Background: an optimization exercise with open tools, aiming at small area, a short achievable clock period and few clock cycles per item. Do not read the settings as production practice. At most, simulation tests tie the RTL to the original design; equivalence was not proved. Power and IR drop assume default switching activity.

==> flow/design.v (excerpt) <==
module acceptance_temperature_tuner (
    input  logic        i_clk,
    input  logic        i_rst_n,
    input  logic        i_in_valid,
    output logic        o_in_ready,
    input  logic        i_in_kind,
    input  logic [31:0] i_in_start_temp,
    input  logic [16:0] i_in_measured_pct,
    output logic        o_out_valid,
    input  logic        i_out_ready,
    output logic [31:0] o_out_run_temp,
    output logic [31:0] o_out_end_temp,
    output logic [23:0] o_out_run_length,
    output logic [1:0]  o_out_status,
    input  logic        i_cfg_valid,
    output logic        o_cfg_ready,
    input  logic [2:0]  i_cfg_index,
    input  logic [31:0] i_cfg_data
);
    att_pkg::t_cmd cmd;
    att_pkg::t_sts sts;
    assign o_cfg_ready = 1'b1;
    att_ctrl u_ctrl (
        .i_clk       (i_clk),
        .i_rst_n     (i_rst_n),
        .i_in_valid  (i_in_valid),
        .i_in_kind   (i_in_kind),
  ...
==> flow/config.mk <==
export PLATFORM = sky130hd
export DESIGN_NAME = acceptance_temperature_tuner
export DESIGN_NICKNAME = acceptance_temperature_tuner
export VERILOG_FILES = /design/flow/design.v
export SDC_FILE = /design/flow/constraint.sdc
export NUM_CORES = 4
export LEC_CHECK = 0
export CAP_MARGIN = 20
export CORE_MARGIN = 2
export CORE_UTILIZATION = 40
export SLEW_MARGIN = 20
==> flow/constraint.sdc <==
create_clock -name core_clock -period 10.0 [get_ports {i_clk}]
set_input_delay 2.0000 -clock core_clock [delete_from_list [all_inputs] [get_ports {i_clk}]]
set_output_delay 2.0000 -clock core_clock [all_outputs]
set_load 0.01 [all_outputs]
run.sh (not shown) runs the stock make flow with config.mk's settings and CLKGATE_MAP_FILE= SYNTH_SCRIPT=/design/flow/synth_recipe.tcl, a recipe that flattens the netlist after the stock synthesis.
The starting point finished clean.
Testbench counts at the start, summed over its fixed seeds: cycles 2,563, items 2,400.
Next try:
--- a/flow/design.v
+++ b/flow/design.v
@@ -115,61 +115,55 @@
     logic             r_pstale;    
     logic [3:0]       r_pbit;      
     att_pkg::t_runs   r_runs;
     att_pkg::t_status r_status;
     logic             r_start;     
     att_pkg::t_temp   mul_a;
     att_pkg::t_temp   mul_q;
-    assign mul_a = r_shr;
+    assign mul_a = r_stale ? r_step : r_shr;
     att_mul_shrink u_mul (
         .a (mul_a),
         .f (r_step_factor),
         .p (mul_q)
     );
     logic over_band;
     logic below_band;
     assign over_band  = i_measured_pct > r_pct_high;
     assign below_band = i_measured_pct < r_pct_low;
     att_pkg::t_temp   step_up;     
     att_pkg::t_temp   step_dn;     
     logic [32:0]      temp_sum;
     att_pkg::t_temp   temp_up;
-    logic [32:0]      temp_diff;
     att_pkg::t_temp   temp_dn;
-    logic             temp_lt;     
-    logic             dn_loop;     
-    logic             gave_up;     
+    logic             dn_loop;
     logic             adj_up;
-    assign adj_up    = r_down || (r_up && below_band);
-    assign step_up   = adj_up ? r_shr : r_step;
-    assign temp_sum  = {1'b0, r_temp} + {1'b0, step_up};
-    assign temp_up   = temp_sum[32] ? '1 : temp_sum[31:0];
-    assign step_dn   = (r_up || i_cmd.loop) ? r_shr : r_step;
-    assign temp_diff = {1'b0, r_temp} - {1'b0, step_dn};
-    assign temp_dn   = temp_diff[31:0];
-    assign temp_lt   = temp_diff[32];
-    assign dn_loop   = temp_lt || (temp_dn == '0);
-    assign gave_up   = step_dn < r_step_minimum;
+    assign adj_up   = r_down || (r_up && below_band);
+    assign step_up  = adj_up ? r_shr : r_step;
+    assign step_dn  = r_up   ? r_shr : r_step;
+    assign temp_sum = {1'b0, r_temp} + {1'b0, step_up};
+    assign temp_up  = temp_sum[32] ? '1 : temp_sum[31:0];
+    assign temp_dn  = r_temp - step_dn;
+    assign dn_loop  = r_temp <= step_dn;
     logic             loop_done;
-    assign loop_done = !temp_lt;
+    assign loop_done = r_temp >= r_shr;
     logic             count_max;
     logic [25:0]      acc_a;
     logic [23:0]      acc_b;
     logic [25:0]      acc_s;
     logic [24:0]      prod_next;
-    logic [23:0]      runs_add;
+    logic [24:0]      prod_meas;
     logic [25:0]      runs_sum;
     att_pkg::t_runs   runs_next;
     assign count_max = (r_count == '1);
     assign acc_a     = r_pstale ? {r_prod, 1'b0} : {1'b0, r_prod};
     assign acc_b     = (r_pstale && !r_count[15]) ? '0 : r_runs_inc;
     assign acc_s     = acc_a + {2'b0, acc_b};
     assign prod_next = (acc_s > 26'h1000000) ? 25'h1000000 : acc_s[24:0];
-    assign runs_add  = count_max ? '0 : r_runs_inc;
-    assign runs_sum  = {2'b0, r_runs_base} + {1'b0, r_prod} + {2'b0, runs_add};
+    assign prod_meas = count_max ? r_prod : prod_next;
+    assign runs_sum  = {2'b0, r_runs_base} + {1'b0, prod_meas};
     assign runs_next = (runs_sum > 26'hFFFFFF) ? '1 : runs_sum[23:0];
     always_ff @(posedge i_clk) begin
         if (!i_rst_n) begin
             r_step_initial <= 32'd65536;
             r_step_factor  <= 16'd32768;
             r_step_minimum <= 32'd1;
             r_pct_low      <= 17'd19661;
@@ -212,26 +206,24 @@
                 r_count <= {r_count[14:0], r_count[15]};
                 r_pbit <= r_pbit - 4'd1;
                 if (r_pbit == 4'd0) begin
                     r_pstale <= 1'b0;
                 end
             end
             if (i_cfg_valid && (i_cfg_index == att_pkg::CfgStepFactor)) begin
-                r_shr   <= r_step;
                 r_stale <= 1'b1;
             end
             if (i_cfg_valid && (i_cfg_index == att_pkg::CfgRunsIncrement) && (r_count != '0)) begin
                 r_pstale <= 1'b1;
                 r_pbit   <= 4'd15;
                 r_prod   <= '0;
             end
             if (i_cmd.accept_start) begin
                 r_temp  <= i_start_temp;
                 r_step  <= r_step_initial;
-                r_shr   <= r_step_initial;
                 r_stale <= 1'b1;
                 r_up    <= 1'b0;
                 r_down  <= 1'b0;
                 r_count <= '0;
                 r_prod  <= '0;
                 r_runs  <= r_runs_base;
             end
@@ -266,36 +258,36 @@
                     r_down <= 1'b0;
                 end
             end
             if (i_cmd.loop) begin
                 r_step <= r_shr;
                 r_shr  <= mul_q;
                 if (loop_done) begin
-                    r_temp <= temp_dn;
+                    r_temp <= r_temp - r_shr;
                 end
             end
         end
     end
     always_ff @(posedge i_clk) begin
         if (i_cmd.accept_start) begin
             r_status <= att_pkg::StatusContinue;
             r_start  <= 1'b1;
         end
         if (i_cmd.accept_measure) begin
             r_start <= 1'b0;
             if (i_cmd.over) begin
                 r_status <= att_pkg::StatusContinue;
             end else if (i_cmd.below) begin
-                r_status <= gave_up ? att_pkg::StatusGaveUp : att_pkg::StatusContinue;
+                r_status <= (step_dn < r_step_minimum) ? att_pkg::StatusGaveUp : att_pkg::StatusContinue;
             end else begin
                 r_status <= att_pkg::StatusSettled;
             end
         end
         if (i_cmd.loop) begin
-            r_status <= gave_up ? att_pkg::StatusGaveUp : att_pkg::StatusContinue;
+            r_status <= (r_shr < r_step_minimum) ? att_pkg::StatusGaveUp : att_pkg::StatusContinue;
         end
     end
     att_pkg::t_temp end_meas;
     att_pkg::t_temp end_start;
     att_end999 u_end (
         .x (r_temp),
         .y (end_meas)
=> Worst hold slack improves by 0.021 ns. Combinational power increases by 7.8%. Clock power shrinks by about 4%. Total power increases by about 4%. Worst setup slack is worse by 0.97 ns. First-iteration DRC count grows by 1.3%.
The RTL of the second run of this note was laid out without a check of its function.

static timing again, ports no longer ideal:
The flow's constraints put no driver on any port. The routed layouts listed below were extracted and timed again, unchanged, in two steps. Step 1, drivers: a clkbuf_16 drives i_clk and a buf_2 each remaining input, both assumed. Step 2, shift: input delay + t, output delay - t, t = (earliest + latest rising clock arrival at the registers) / 2. This alone moves slack from input paths to output paths. a / b / c = ideal ports / drivers / drivers and shift; a / b = the first two.
run | t (ns) | setup slack, ns | worst slew at a driven data input, ns
the first run | 0.742 | 2.335 / 2.335 / 1.864 | 0.12
the second run | 0.744 | 1.362 / 1.362 / 1.362 | 0.12
After both steps setup and hold are still met in every run listed. The setup slack of the first run, which loses most, moves by 0.000 ns with the drivers and by -0.471 ns with both steps.
